Background: an optimization exercise with open tools, aiming at small area, a short achievable clock period and few clock cycles per item. Do not read the settings as production practice.
Where RTL was checked, it was by simulation tests only, not by an equivalence proof against the original.
Power is estimated from default activity; no workload was simulated.

## css_length_to_fixed_px
module css_length_to_fixed_px #(
  parameter int FRAC_DIGITS = 4
) (
  input  logic        clk,
  input  logic        rst,
  input  logic        push,
  output logic        full,
  input  logic [7:0]  char_code,
  input  logic        is_end,
  output logic        empty,
  input  logic        pop,
  output logic [31:0] px_value,
  output logic        invalid,
  input  logic        em_to_px_we,
  input  logic [15:0] em_to_px
);
  logic [15:0] em_scale;
  logic [3:0]  em_msb;
  logic       i_v, i_end, i_dig, i_dot, i_spc, i_e, i_m;
  logic [3:0] i_d;
  logic [3:0] i_sel;
  logic       step;
  cltfp_pkg::job_t fjob, wjob;
  logic [31:0]     iem;
  logic            iem_ovf;
  logic            w_v, w_ready, w_pend, w_push;
  logic            e_free, e_load, e_busy;
  logic            res_valid;
  logic irst;
  always_ff @(posedge clk) begin
    irst <= rst;
  end
  logic i_ve;    
  ...
Size: roughly 2200 cells after synthesis, roughly 20000 um2 of cells after synthesis.
==> module cltfp_scaler, before the edit <==
module cltfp_scaler (
  input  logic              clk,
  input  logic              rst,
  input  logic              rst_now,    
  input  logic              load,       
  input  cltfp_pkg::job_t   ljob,
  output logic              free,       
  output logic              busy,       
  input  logic [15:0]       em_scale,
  input  logic [3:0]        em_msb,     
  input  logic              em_nb,      
  output logic              res_valid,
  input  logic              pop,
  output logic [31:0]       px_value,
  output logic              invalid
);
  logic             stepping;    
  logic             adding;      
  logic             em;
  logic [13:0]      frac;
  logic [3:0]       bit_idx;
  logic             sbit;        
  logic [13:0]      rem;
  logic [1:0]       qd_last;     
  logic [15:0]      t0, t1, t2;
  logic [1:0]       qd;
  logic [13:0]      rem_next;
  logic [3:0]       qpos;        
  logic [16:0]      csum1, csum2;
  logic [16:0]      ccar1, ccar2;
  logic [15:0]      x2r;
  logic [15:0]      xfb;
  logic [32:0]      sum;
  logic [3:0]       bit_next;
  logic             sbit_next;
  assign free = !busy;
  logic [3:0] lstart;
  logic       lsteps;
  assign lstart = ljob.em ? em_msb : 4'd8;
  assign lsteps = (ljob.frac != 14'd0) && !ljob.sat && !ljob.ovf && (lstart != 4'd0);
  always_comb begin
    x2r   = {1'b0, rem, 1'b0};
    xfb   = sbit ? {2'b0, frac} : 16'd0;
    t0    = x2r + xfb;
    csum1 = 17'(x2r ^ xfb ^ 16'(-16'sd10000));
    ccar1 = {((x2r & xfb) | (x2r & 16'(-16'sd10000)) | (xfb & 16'(-16'sd10000))), 1'b0};
    t1    = csum1[15:0] + ccar1[15:0];
    csum2 = 17'(x2r ^ xfb ^ 16'(-16'sd20000));
    ccar2 = {((x2r & xfb) | (x2r & 16'(-16'sd20000)) | (xfb & 16'(-16'sd20000))), 1'b0};
    t2    = csum2[15:0] + ccar2[15:0];
    if (!t2[15])      begin qd = 2'd2; rem_next = t2[13:0]; end
    else if (!t1[15]) begin qd = 2'd1; rem_next = t1[13:0]; end
    else              begin qd = 2'd0; rem_next = t0[13:0]; end
    sum       = {1'b0, px_value} + (33'(qd_last) << qpos);
    bit_next  = bit_idx - 4'd1;
    sbit_next = em ? em_scale[bit_next] : (bit_next == 4'd8);
  end
  always_ff @(posedge clk) begin
    if (rst || rst_now) begin
      busy      <= 1'b0;
      stepping  <= 1'b0;
      adding    <= 1'b0;
      res_valid <= 1'b0;
    end else if (load) begin
      busy      <= 1'b1;
      stepping  <= lsteps;
      adding    <= 1'b0;
      res_valid <= !lsteps;
    end else if (stepping) begin
      if (bit_idx == 4'd0) begin
        stepping <= 1'b0;
        adding   <= 1'b1;
      end
    end else if (adding) begin
      adding    <= 1'b0;
      res_valid <= 1'b1;
    end else if (res_valid && pop) begin
      busy      <= 1'b0;
      res_valid <= 1'b0;
    end
  end
  always_ff @(posedge clk) begin
    if (load) begin
      em       <= ljob.em;
      frac     <= ljob.frac;
      bit_idx  <= lstart - 4'd1;
      sbit     <= ljob.em && em_nb;
      qpos     <= lstart;
      rem      <= ljob.frac;
      qd_last  <= '0;
      px_value <= (ljob.sat || ljob.ovf) ? 32'hFFFF_FFFF : ljob.intp;
      invalid  <= ljob.inv;
    end else if (stepping) begin
      bit_idx  <= bit_next;
      qpos     <= bit_idx;
      sbit     <= sbit_next;
      rem      <= rem_next;
      qd_last  <= qd;
      px_value <= sum[32] ? 32'hFFFF_FFFF : sum[31:0];
    end else if (adding) begin
      px_value <= sum[32] ? 32'hFFFF_FFFF : sum[31:0];
    end
  end
endmodule
==> module css_length_to_fixed_px, before the edit <==
module css_length_to_fixed_px #(
  parameter int FRAC_DIGITS = 4
) (
  input  logic        clk,
  input  logic        rst,
  input  logic        push,
  output logic        full,
  input  logic [7:0]  char_code,
  input  logic        is_end,
  output logic        empty,
  input  logic        pop,
  output logic [31:0] px_value,
  output logic        invalid,
  input  logic        em_to_px_we,
  input  logic [15:0] em_to_px
);
  logic [15:0] em_scale;
  logic [3:0]  em_msb;
  logic       i_v, i_end, i_dig, i_dot, i_spc, i_e, i_m;
  logic [3:0] i_d;
  logic [3:0] i_sel;
  logic       step;
  cltfp_pkg::job_t fjob, wjob;
  logic [31:0]     iem;
  logic            iem_ovf;
  logic            w_v, w_ready, w_pend, w_push;
  logic            e_free, e_load, e_busy;
  logic            res_valid;
  logic irst;
  always_ff @(posedge clk) begin
    irst <= rst;
  end
  logic i_ve;    
  assign full   = irst || (i_ve && w_v && (e_busy || w_pend));
  assign step   = i_v && !full;
  assign empty  = !res_valid;
  always_ff @(posedge clk) begin
    if (rst) begin
      em_scale <= 16'h1000;
    end else if (em_to_px_we) begin
      em_scale <= em_to_px;
    end
  end
  logic [3:0] msb_c;
  logic       em_nb;
  always_comb begin
    msb_c = 4'd0;
    for (int k = 1; k < 16; k++)
      if (em_scale[k]) msb_c = 4'(k);
  end
  always_ff @(posedge clk) begin
    em_msb <= msb_c;
    em_nb  <= (msb_c != 4'd0) && em_scale[msb_c - 4'd1];
  end
  always_ff @(posedge clk) begin
    if (irst) begin
      i_v  <= 1'b0;
      i_ve <= 1'b0;
    end else if (!full) begin
      i_v  <= push;
      i_ve <= push && is_end;
    end
  end
  always_ff @(posedge clk) begin
    if (!full) begin
      i_end <= is_end;
    end
  end
  always_ff @(posedge clk) begin
    i_dig <= (char_code >= CHR_ZERO) && (char_code <= CHR_NINE);
    i_dot <= (char_code == CHR_DOT);
    i_spc <= (char_code == CHR_SPACE);
    i_e   <= (char_code == CHR_E);
    i_m   <= (char_code == CHR_M);
    i_d   <= char_code[3:0];
    i_sel <= {char_code[3], char_code[2] && !char_code[3], char_code[1], char_code[0]}
             & {4{char_code[7:4] == 4'h3}};
  end
  cltfp_front u_front (
    .clk         (clk),
    .rst         (irst),
    .step        (step),
    .i_end       (i_end),
    .i_dig       (i_dig),
    .i_dot       (i_dot),
    .i_spc       (i_spc),
    .i_e         (i_e),
    .i_m         (i_m),
    .i_d         (i_d),
    .i_sel       (i_sel),
    .em_scale    (em_scale),
    .job         (fjob),
    .iem_out     (iem),
    .iem_ovf_out (iem_ovf)
  );
  assign w_push = step && i_end;
  assign e_load = w_ready && e_free;
  cltfp_job_queue u_queue (
    .clk     (clk),
    .rst     (irst),
    .push    (w_push),
    .wdata   (fjob),
    .iem     (iem),
    .iem_ovf (iem_ovf),
    .pop     (e_load),
    .rdata   (wjob),
    .valid   (w_v),
    .ready   (w_ready),
    .pend    (w_pend)
  );
  cltfp_scaler u_scaler (
    .clk       (clk),
    .rst       (irst),
    .rst_now   (rst),
    .load      (e_load),
    .ljob      (wjob),
    .free      (e_free),
    .busy      (e_busy),
    .em_scale  (em_scale),
    .em_msb    (em_msb),
    .em_nb     (em_nb),
    .res_valid (res_valid),
    .pop       (pop),
    .px_value  (px_value),
    .invalid   (invalid)
  );
endmodule
Settings: LEC_CHECK=0, ABC_CLOCK_PERIOD_IN_PS=3000, CAP_MARGIN=20, CORE_MARGIN=2, CORE_UTILIZATION=40, SLEW_MARGIN=20; clock period 10.0 ns.
standard.sh (not shown) runs the stock make flow with config.mk's settings and CLKGATE_MAP_FILE= SYNTH_SCRIPT=/design/flow/synth_recipe.tcl, a recipe that flattens the netlist after the stock synthesis.
==> flow/flow/run.sh <==
#!/bin/bash
set -euo pipefail
bash standard.sh SETUP_SLACK_MARGIN=7 finish > standard_flow.log 2>&1
The starting point completed with no timing, DRC or antenna violations.
Testbench counts at the start, summed over its fixed seeds: cycles 32,263, items 3,200.
Rerun with:
--- a/flow/design.v
+++ b/flow/design.v
@@ -238,10 +238,11 @@
   input  logic              rst_now,    
   input  logic              load,       
   input  cltfp_pkg::job_t   ljob,
   output logic              free,       
   output logic              busy,       
+  output logic              busy_next,  
   input  logic [15:0]       em_scale,
   input  logic [3:0]        em_msb,     
   input  logic              em_nb,      
   output logic              res_valid,
   input  logic              pop,
@@ -251,11 +252,11 @@
   logic             stepping;    
   logic             adding;      
   logic             em;
   logic [13:0]      frac;
   logic [3:0]       bit_idx;
-  logic             sbit;        
+  logic [13:0]      fb;          
   logic [13:0]      rem;
   logic [1:0]       qd_last;     
   logic [15:0]      t0, t1, t2;
   logic [1:0]       qd;
   logic [13:0]      rem_next;
@@ -272,11 +273,11 @@
   logic       lsteps;
   assign lstart = ljob.em ? em_msb : 4'd8;
   assign lsteps = (ljob.frac != 14'd0) && !ljob.sat && !ljob.ovf && (lstart != 4'd0);
   always_comb begin
     x2r   = {1'b0, rem, 1'b0};
-    xfb   = sbit ? {2'b0, frac} : 16'd0;
+    xfb   = {2'b0, fb};
     t0    = x2r + xfb;
     csum1 = 17'(x2r ^ xfb ^ 16'(-16'sd10000));
     ccar1 = {((x2r & xfb) | (x2r & 16'(-16'sd10000)) | (xfb & 16'(-16'sd10000))), 1'b0};
     t1    = csum1[15:0] + ccar1[15:0];
     csum2 = 17'(x2r ^ xfb ^ 16'(-16'sd20000));
@@ -287,10 +288,16 @@
     else              begin qd = 2'd0; rem_next = t0[13:0]; end
     sum       = {1'b0, px_value} + (33'(qd_last) << qpos);
     bit_next  = bit_idx - 4'd1;
     sbit_next = em ? em_scale[bit_next] : (bit_next == 4'd8);
   end
+  always_comb begin
+    if (rst || rst_now)                           busy_next = 1'b0;
+    else if (load)                                busy_next = 1'b1;
+    else if (!stepping && !adding && res_valid && pop) busy_next = 1'b0;
+    else                                          busy_next = busy;
+  end
   always_ff @(posedge clk) begin
     if (rst || rst_now) begin
       busy      <= 1'b0;
       stepping  <= 1'b0;
       adding    <= 1'b0;
@@ -316,20 +323,20 @@
   always_ff @(posedge clk) begin
     if (load) begin
       em       <= ljob.em;
       frac     <= ljob.frac;
       bit_idx  <= lstart - 4'd1;
-      sbit     <= ljob.em && em_nb;
+      fb       <= (ljob.em && em_nb) ? ljob.frac : 14'd0;
       qpos     <= lstart;
       rem      <= ljob.frac;
       qd_last  <= '0;
       px_value <= (ljob.sat || ljob.ovf) ? 32'hFFFF_FFFF : ljob.intp;
       invalid  <= ljob.inv;
     end else if (stepping) begin
       bit_idx  <= bit_next;
       qpos     <= bit_idx;
-      sbit     <= sbit_next;
+      fb       <= sbit_next ? frac : 14'd0;
       rem      <= rem_next;
       qd_last  <= qd;
       px_value <= sum[32] ? 32'hFFFF_FFFF : sum[31:0];
     end else if (adding) begin
       px_value <= sum[32] ? 32'hFFFF_FFFF : sum[31:0];
@@ -368,11 +375,21 @@
   logic irst;
   always_ff @(posedge clk) begin
     irst <= rst;
   end
   logic i_ve;    
-  assign full   = irst || (i_ve && w_v && (e_busy || w_pend));
+  logic full_q;
+  logic i_ve_next, w_v_next, w_pend_next, e_busy_next;
+  assign full   = full_q;
+  always_comb begin
+    i_ve_next   = !irst && (full ? i_ve : (push && is_end));
+    w_v_next    = !irst && (w_push || (w_v && !e_load));
+    w_pend_next = !irst && w_push;
+  end
+  always_ff @(posedge clk) begin
+    full_q <= rst || (i_ve_next && w_v_next && (e_busy_next || w_pend_next));
+  end
   assign step   = i_v && !full;
   assign empty  = !res_valid;
   always_ff @(posedge clk) begin
     if (rst) begin
       em_scale <= 16'h1000;
@@ -453,10 +470,11 @@
     .rst_now   (rst),
     .load      (e_load),
     .ljob      (wjob),
     .free      (e_free),
     .busy      (e_busy),
+    .busy_next (e_busy_next),
     .em_scale  (em_scale),
     .em_msb    (em_msb),
     .em_nb     (em_nb),
     .res_valid (res_valid),
     .pop       (pop),
The new run passed the timing, DRC and antenna checks; routed wire length goes up slightly; via count increases slightly; sequential power rises by a few percent; core utilization fell by 0.45 points; fmax is higher by a few percent; clock power rises by a quarter to a third; worst setup slack gains 0.098 ns.
Only the layout flow was run in the second run of this note; the RTL was not checked for function there.

-- port drivers added, routing unchanged --
The flow's constraints put no driver on any port. The routed layouts listed below were extracted and timed again, unchanged, in two steps. Step 1 (the two cells are an assumption about what drives the block):
set clk [get_ports {clk}]
set_driving_cell -lib_cell sky130_fd_sc_hd__clkbuf_16 $clk
set_driving_cell -lib_cell sky130_fd_sc_hd__buf_2 [delete_from_list [all_inputs] $clk]
Step 2, shift: input delay + t, output delay - t, t = (earliest + latest rising clock arrival at the registers) / 2. This alone moves slack from input paths to output paths. Three values: ideal ports, drivers, drivers and shift; two values: the first two.
| run | shift t [ns] | setup WS [ns] | hold slack, ns | clock arrival spread, ns | slew at the worst register clock pin (ns) |
|---|---|---|---|---|---|
| the first run | 0.619 | 6.411 / 6.411 / 6.411 | 0.472 / 0.472 / 0.472 | 0.018 / 0.019 | 0.07 / 0.07 |
| the second run | 0.593 | 6.509 / 6.509 / 6.509 | 0.456 / 0.456 / 0.456 | 0.030 / 0.029 | 0.07 / 0.07 |
After both steps every run listed still meets setup and hold.
